Context: an optimization exercise on an open-source flow, tuned for small area and a short achievable clock period. The choices shown serve that exercise and are no tape-out recipe.
Only simulation tests tie the RTL to the original design; equivalence was not proved.
Power and IR drop assume default switching activity.

## flow/design.v (module list and top-level ports; edited modules follow where they fit)
// module fir_fa: 11 lines
// module fir_filter: 1665 lines
module fir_filter
(
    input  logic              clk,
    input  logic              rst_n,
    input  logic [fir_pkg::WD_IN-1:0]  data_in,
    output logic [fir_pkg::WD_OUT-1:0] data_out
);
  // ...
==> flow/flow/run.sh <==
#!/bin/bash
# Own layout flow: the standard ORFS flow (standard.sh, unchanged synthesis,
# floorplan, power grid and tap cells), with two changes to how the layout is made:
#  - port buffers are buf_2 cells instead of the delay-buffer cell buffer_ports
#    picks by default;
#  - ORFS's timing repair aims for setup slack of 8.75 ns at the design's 12.5 ns
#    clock, so it repairs the paths that set the achieved period.
# The SDC (clock period, I/O delays, load) is the standard flow's own, unchanged.
set -euo pipefail
bash standard.sh \
  "BUFFER_PORTS_ARGS=-buffer_cell sky130_fd_sc_hd__buf_2" \
  SETUP_SLACK_MARGIN=8.75 \
  finish > standard_flow.log 2>&1
==> flow/standard.sh <==
#!/bin/bash
# synth_recipe.tcl (not shown) runs the flow's synth.tcl, then flattens the netlist and writes it again
# the make line also repeats each setting of config.mk as NAME=value (left out here)
make -C /OpenROAD-flow-scripts/flow DESIGN_CONFIG=/design/flow/config.mk WORK_HOME=/design/flow/orfs CLKGATE_MAP_FILE= SYNTH_SCRIPT=/design/flow/synth_recipe.tcl "${@:-finish}"
==> flow/config.mk <==
export PLATFORM = sky130hd
export DESIGN_NAME = fir_filter
export DESIGN_NICKNAME = fir_filter
export VERILOG_FILES = /design/flow/design.v
export SDC_FILE = /design/flow/constraint.sdc
export NUM_CORES = 4
export LEC_CHECK = 0
export CAP_MARGIN = 20
export CORE_MARGIN = 2
export CORE_UTILIZATION = 65
export CTS_CLUSTER_DIAMETER = 80
export CTS_CLUSTER_SIZE = 30
export PLACE_DENSITY = 0.75
export SLEW_MARGIN = 20
export SYNTH_HIERARCHICAL = 1
export SYNTH_MINIMUM_KEEP_SIZE = 0
==> flow/constraint.sdc <==
create_clock -name core_clock -period 12.5 [get_ports {clk}]
set_input_delay 2.5000 -clock core_clock [delete_from_list [all_inputs] [get_ports {clk}]]
set_output_delay 2.5000 -clock core_clock [all_outputs]
set_load 0.01 [all_outputs]
==> insert_results.sql, run 1 <==
INSERT INTO impl_metrics (metric_group, metric, value, unit) VALUES
('worst_setup_path', 'worstSetupPathType', 'flop to flop', ''),
('clock_tree', 'worst_setup_hold_path_clk_slew', '110', 'ps'),
('outcome', 'run_status', 'timing/DRC/antenna clean', ''),
('layout', 'finalNonFillerCells', '1967', ''),
('worst_hold_path', 'hold_path_depth', '0', ''),
('logic_synthesis', 'synth-edff-count', '0', ''),
('sta', 'rsz_0062_raised_after_global_routing', 'no', ''),
('logic_synthesis', 'synth_xor_xnor_area_share', '0.0105', ''),
('worst_setup_path', 'slowest_delay', '560', 'ps'),
('power', 'vdd_ir_drop_max', '205', 'uV'),
('global_route', 'grt.busiest_layer', 'met2', ''),
('layout', 'insertedDiodeCount', '0', ''),
('global_route', 'first_global_vias', '13368', ''),
('worst_setup_path', 'reg2reg_depth', '6', ''),
('floorplanning', 'floorplan.die.width', '196', 'um'),
('worst_setup_path', 'rr_endpoint', 't2_q[10]', ''),
('worst_setup_path', 'critPathMaxFanout', '2', ''),
('layout', 'multi_input_logic_portion_of_the_cell_area', '0.485', ''),
('clock_tree', 'max-clock-path-buffers', '3', ''),
('floorplanning', 'num_rows', '70', ''),
('global_route', 'use_met3', '0.0404', ''),
('worst_setup_path', 'timing.critical_path.to_type', 'flop', ''),
('route', 'dr_wl_met3', '2330', 'um'),
('job', 'cap_viol_max_count', '0', ''),
('worst_setup_path', 'worst_setup_path_start_kind', 'flop', ''),
('clock_tree', 'postCtsResizedCells', '9', ''),
('worst_setup_path', 'crit_path_frequent_cell', 'fa_1', ''),
('clock_tree', 'root_buffer', 'clkbuf_16', ''),
('power', 'power_leakage', '0.0110', 'uW'),
('layout', 'final_design_area_no_fill', '25800', 'um2'),
('placed_design', 'finalWeightedCongestion', '0.930', ''),
('worst_hold_path', 'timing.hold.worst_endpoint', 'd_q[314]', ''),
('worst_setup_path', 'cp.buffers_inverters', '0', ''),
('global_route', 'grt_max_degree', '167', ''),
('layout', 'layout.area.seq', '11100', 'um2'),
('route', 'detailroute.via_count', '10936', ''),
('floorplanning', 'fp.coreArea', '36500', 'um2'),
('power', 'power_density', '300', 'nW/um2'),
('route', 'antenna_violating_nets_post_route', '0', ''),
('logic_synthesis', 'yosys_warnings', '7', ''),
('sta', 'slew_viol_final', '0', ''),
('logic_synthesis', 'combinational_family_with_the_most_area_after_synthesis', 'adder cells', '');
==> run 2, diff against run 1 <==
--- a/flow/config.mk
+++ b/flow/config.mk
@@ -8,8 +8,8 @@
 export CAP_MARGIN = 20
 export CORE_MARGIN = 2
 export CORE_UTILIZATION = 65
-export CTS_CLUSTER_DIAMETER = 80
-export CTS_CLUSTER_SIZE = 30
+export CTS_CLUSTER_DIAMETER = 100
+export CTS_CLUSTER_SIZE = 20
 export PLACE_DENSITY = 0.75
 export SLEW_MARGIN = 20
 export SYNTH_HIERARCHICAL = 1
==> run 2 against run 1 <==
Effect of this change: non-clock buffer count stayed put; critical path type unchanged; flip-flop and latch count did not move; critical path depth unchanged.
==> insert_results.sql, run 2 <==
INSERT INTO impl_metrics (metric_group, metric, value, unit) VALUES
('outcome', 'run_status', 'timing/DRC/antenna clean', ''),
('sta', 'timing.max_slew.rel_slack', '0.560', ''),
('job', 'cap_viol_max_count', '0', ''),
('layout', 'layout.cells.most_common_list', 'fa_1, dfrtp_1, dfxtp_1', ''),
('worst_setup_path', 'cp.buffers_inverters', '0', ''),
('placed_design', 'pre_cts_ws', '7900', 'ps'),
('layout', 'final_design_area_no_fill', '25800', 'um2'),
('route', 'remaining_drc_errors', '0', ''),
('sta', 'hold_violations', '0', ''),
('clock_tree', 'root_buffer', 'clkbuf_16', ''),
('clock_tree', 'clock_insertion_delay_worst_skew', '570', 'ps'),
('floorplanning', 'die_height', '196', 'um'),
('placed_design', 'placed_instances', '1921', ''),
('logic_synthesis', 'netlist-cell-type-count', '50', ''),
('logic_synthesis', 'synthesis.area', '24000', 'um2'),
('worst_hold_path', 'hp_class', 'flop to flop', ''),
('route', 'antenna_violating_nets_post_route', '0', ''),
('clock_tree', 'number_of_levels_in_the_clock_h_tree', '1', ''),
('sta', 'timing.clock.skew', '23.5', 'ps'),
('worst_setup_path', 'origin_of_the_critical_flop_to_flop_path', 'd_q[93]', ''),
('layout', 'finalNonFillerCells', '1975', ''),
('logic_synthesis', 'post_synth_main_area_contributors', 'fa_1, dfrtp_1, dfxtp_1', ''),
('layout', 'layout_top_registers', 'd_q (360), t0_q (31), t1_q (30)', ''),
('logic_synthesis', 'ys_seq_elements', '476', ''),
('worst_setup_path', 'timing.critical_path.to_type', 'flop', ''),
('logic_synthesis', 'yosys_warnings', '7', ''),
('worst_setup_path', 'critPathMaxFanout', '2', ''),
('floorplanning', 'floorplan.initialDensity', '0.658', ''),
('worst_setup_path', 'cell_family_with_the_largest_share_of_critical_path_delay', 'adder cells', ''),
('logic_synthesis', 'synth_flop_cell', 'dfrtp_1', ''),
('worst_setup_path', 'worst_path_max_delay_cell', 'fa_1', ''),
('logic_synthesis', 'synth.largest_area_cell', 'fa_1', ''),
('logic_synthesis', 'mappedNetlistNets', '1998', ''),
('placed_design', 'portbufs', '49', ''),
('route', 'detailroute.via_count', '10929', ''),
('worst_setup_path', 'slowest_delay', '650', 'ps'),
('layout', 'layout.cells.most_common', 'fa_1', ''),
('power', 'vdd_ir_drop_max', '217', 'uV'),
('sta', 'tns', '0', 'ps'),
('route', 'initialDrtViolationCount', '681', ''),
('sta', 'rsz_0062_raised_after_global_routing', 'no', ''),
('global_route', 'grt_max_degree', '167', ''),
('worst_setup_path', 'critPathArrivalTime', '4180', 'ps'),
('route', 'wl_per_cell', '24.6', 'um'),
('worst_setup_path', 'worstSetupPathType', 'flop to flop', ''),
('logic_synthesis', 'yosysMostFrequentCell', 'fa_1', ''),
('sta', 'worst_pin_slew', '659', 'ps'),
('placed_design', 'placedInstanceArea', '24900', 'um2'),
('logic_synthesis', 'synth_top_area_share', '0.430', ''),
('layout', 'largest-register', 'd_q', ''),
('placed_design', 'hpwl', '39900', 'um'),
('logic_synthesis', 'synth.yosys.seq_area_share', '0.462', ''),
('floorplanning', 'num_rows', '70', ''),
('worst_setup_path', 'path_cells', 'fa_1, fa_1, fa_1, fa_1, fa_1, fa_2', ''),
('logic_synthesis', 'synth_commonest_cells', 'fa_1, dfrtp_1, dfxtp_1', ''),
('sta', 'finalWorstSetupSlack', '8830', 'ps'),
('worst_hold_path', 'hold_path.startpoint', 'd_q[290]', ''),
('global_route', 'first_global_vias', '13372', ''),
('global_route', 'grt.total_usage', '0.276', ''),
('worst_setup_path', 'crit_path_frequent_cell', 'fa_1', ''),
('logic_synthesis', 'synth_async_sr_flop_share', '0.662', ''),
('route', 'drt_pre_antenna_iters', '5', ''),
('floorplanning', 'fp.coreArea', '36500', 'um2'),
('route', 'route.detailed.vias_per_inst', '5.53', ''),
('route', 'totalWireLength', '48500', 'um'),
('layout', 'insertedDiodeCount', '0', ''),
('clock_tree', 'cts-buffers-inserted', '27', ''),
('clock_tree', 'cts_tree', 'yes', ''),
('worst_setup_path', 'worst_setup_path_start_kind', 'flop', ''),
('layout', 'largest_register_ff_count', '360', ''),
('power', 'power_density', '301', 'nW/um2'),
('layout', 'design.final.nets', '2075', ''),
('placed_design', 'finalWeightedCongestion', '0.930', ''),
('global_route', 'gr-total-overflow', '0', ''),
('clock_tree', 'worst_setup_hold_path_clk_slew', '80', 'ps'),
('power', 'power_leakage', '0.0110', 'uW'),
('clock_tree', 'max-clock-path-buffers', '3', ''),
('floorplanning', 'design.die.area', '38500', 'um2'),
('worst_setup_path', 'worst-endpoint-required', '13010', 'ps'),
('logic_synthesis', 'synth-edff-count', '0', ''),
('logic_synthesis', 'syn_inst', '1410', ''),
('sta', 'slew_viol_final', '0', ''),
('floorplanning', 'floorplan.die.width', '196', 'um'),
('global_route', 'grt_first_pass_wirelength', '76900', 'um'),
('sta', 'timing.final.setup_violations', '0', ''),
('layout', 'proportion_of_layout_cells_with_a_drive_suffix_above_1', '0.115', ''),
('floorplanning', 'top_level_ports', '50', ''),
('layout', 'syn2layout_area_growth', '7.42', '%'),
('sta', 'final_min_period_over_clock_period', '0.293', ''),
('clock_tree', 'cts_sink_count', '476', ''),
('logic_synthesis', 'avg_cell_area_syn', '17.0', 'um2'),
('global_route', 'initial_antenna_violation_count', '0', ''),
('sta', 'final_period_minus_worst_setup_slack', '3670', 'ps'),
('worst_setup_path', 'cp-startpoint', 'd_q[93]', ''),
('layout', 'nFillCells', '2334', ''),
('sta', 'whs', '328', 'ps'),
('sta', 'achievable-frequency', '273', 'MHz');
## run 2: cell counts after synthesis
Identical to the previous run, type by type.
## run 2: final cells by class
class                           instances  area, um2  area share
Sequential cell                       476      11100       0.430
Inverter                              120        454      0.0176
Multi-Input combinational cell        803      12500       0.485
Clock buffer                           49        779      0.0302
Timing Repair Buffer                   59        377      0.0146
Tap cell                              468        586      0.0227
## run 2: logic make-up (layout without fill, tap and decap cells)
kind of cell,after synthesis,count (layout),share of synthesized area
DFF,476,476,0.462
AOI/OAI and AO/OA,102,103,0.0307
buffers and inverters,132,228,0.0219
adders and majority gates,562,562,0.454
other,1,1,0.000156
and+or+nand+nor,112,112,0.0207
xor gates and xnor gates,25,25,0.0105
## run 2: path summary, 6_finish.rpt
kind | end | slack, ps | cells past startpoint
min in group asynchronous | d_q[5] | 1910 | 2
max in group asynchronous | d_q[280] | 9020 | 4
worst min-delay path | d_q[314] | 330 | 0
worst max-delay path | t1_q[24] | 8830 | 6
worst max register to register | t1_q[24] | 8830 | 6
worst min register to register | d_q[314] | 330 | 0
## run 2: power by group
group / internal [uW] / switching (uW)
Sequential: 1870 / 145
Clock: 422 / 481
Combinational: 2120 / 2740
## run 2: through the flow
| stage | total power (uW) | util |
|---|---|---|
| 3_3_place_gp | 6680 | 0.682 |
| 3_5_place_dp | 6850 | 0.682 |
| 6_report | 7780 | 0.707 |
| 5_1_grt | 8490 | 0.707 |
| 4_1_cts | 7840 | 0.706 |
| 2_1_floorplan | 5570 | - |
## run 2: Yosys stat by module, one instance, submodules excluded
| module | area, um2 | flops+latches |
|---|---|---|
| fir_fa | 20.0 | 0 |
| fir_filter | 13700 | 476 |
## run 2: routing by layer
layer	routed length (um)	GRT usage	vias to the layer above
met5	0	0	-
met4	1270	0.0744	0
met3	2160	0.0406	77
met2	25400	0.472	275
met1	19700	0.382	6060
li1	-	-	4517
## run 2: repair_timing
item                                    CTS  global route
setup buffers                             2             1
endpoints found under the setup margin  273           141
resized for setup                         9             2
hold buffers                              0             0
pin swaps                                 2             0
cloned                                    1             1

## re-timing with driven ports
In the flow no input, the clock included, has a driving cell. The finished layouts below were timed again as built, in two steps. Step 1, drivers: a clkbuf_16 drives clk and a buf_2 each remaining input, both assumed. Step 2 adds t to the input delays and takes it off the output delays; t is the mean of the earliest and latest rising clock arrival at the registers after step 1. Input paths then give back, and output paths get back, about the clock's delay inside the block. Three values: no drivers, after step 1, after step 2; two values: the first two.
run | shift t [ns] | setup WS [ns] | clock arrival spread, ns
run 1 | 0.610 | 8.826 / 8.792 / 8.394 | 0.025 / 0.026
run 2 | 0.613 | 8.832 / 8.809 / 8.383 | 0.025 / 0.025
After both steps setup and hold are still met in every run listed. For run 2, which loses most, drivers alone change the setup slack by -0.023 ns; drivers and shift together by -0.449 ns.
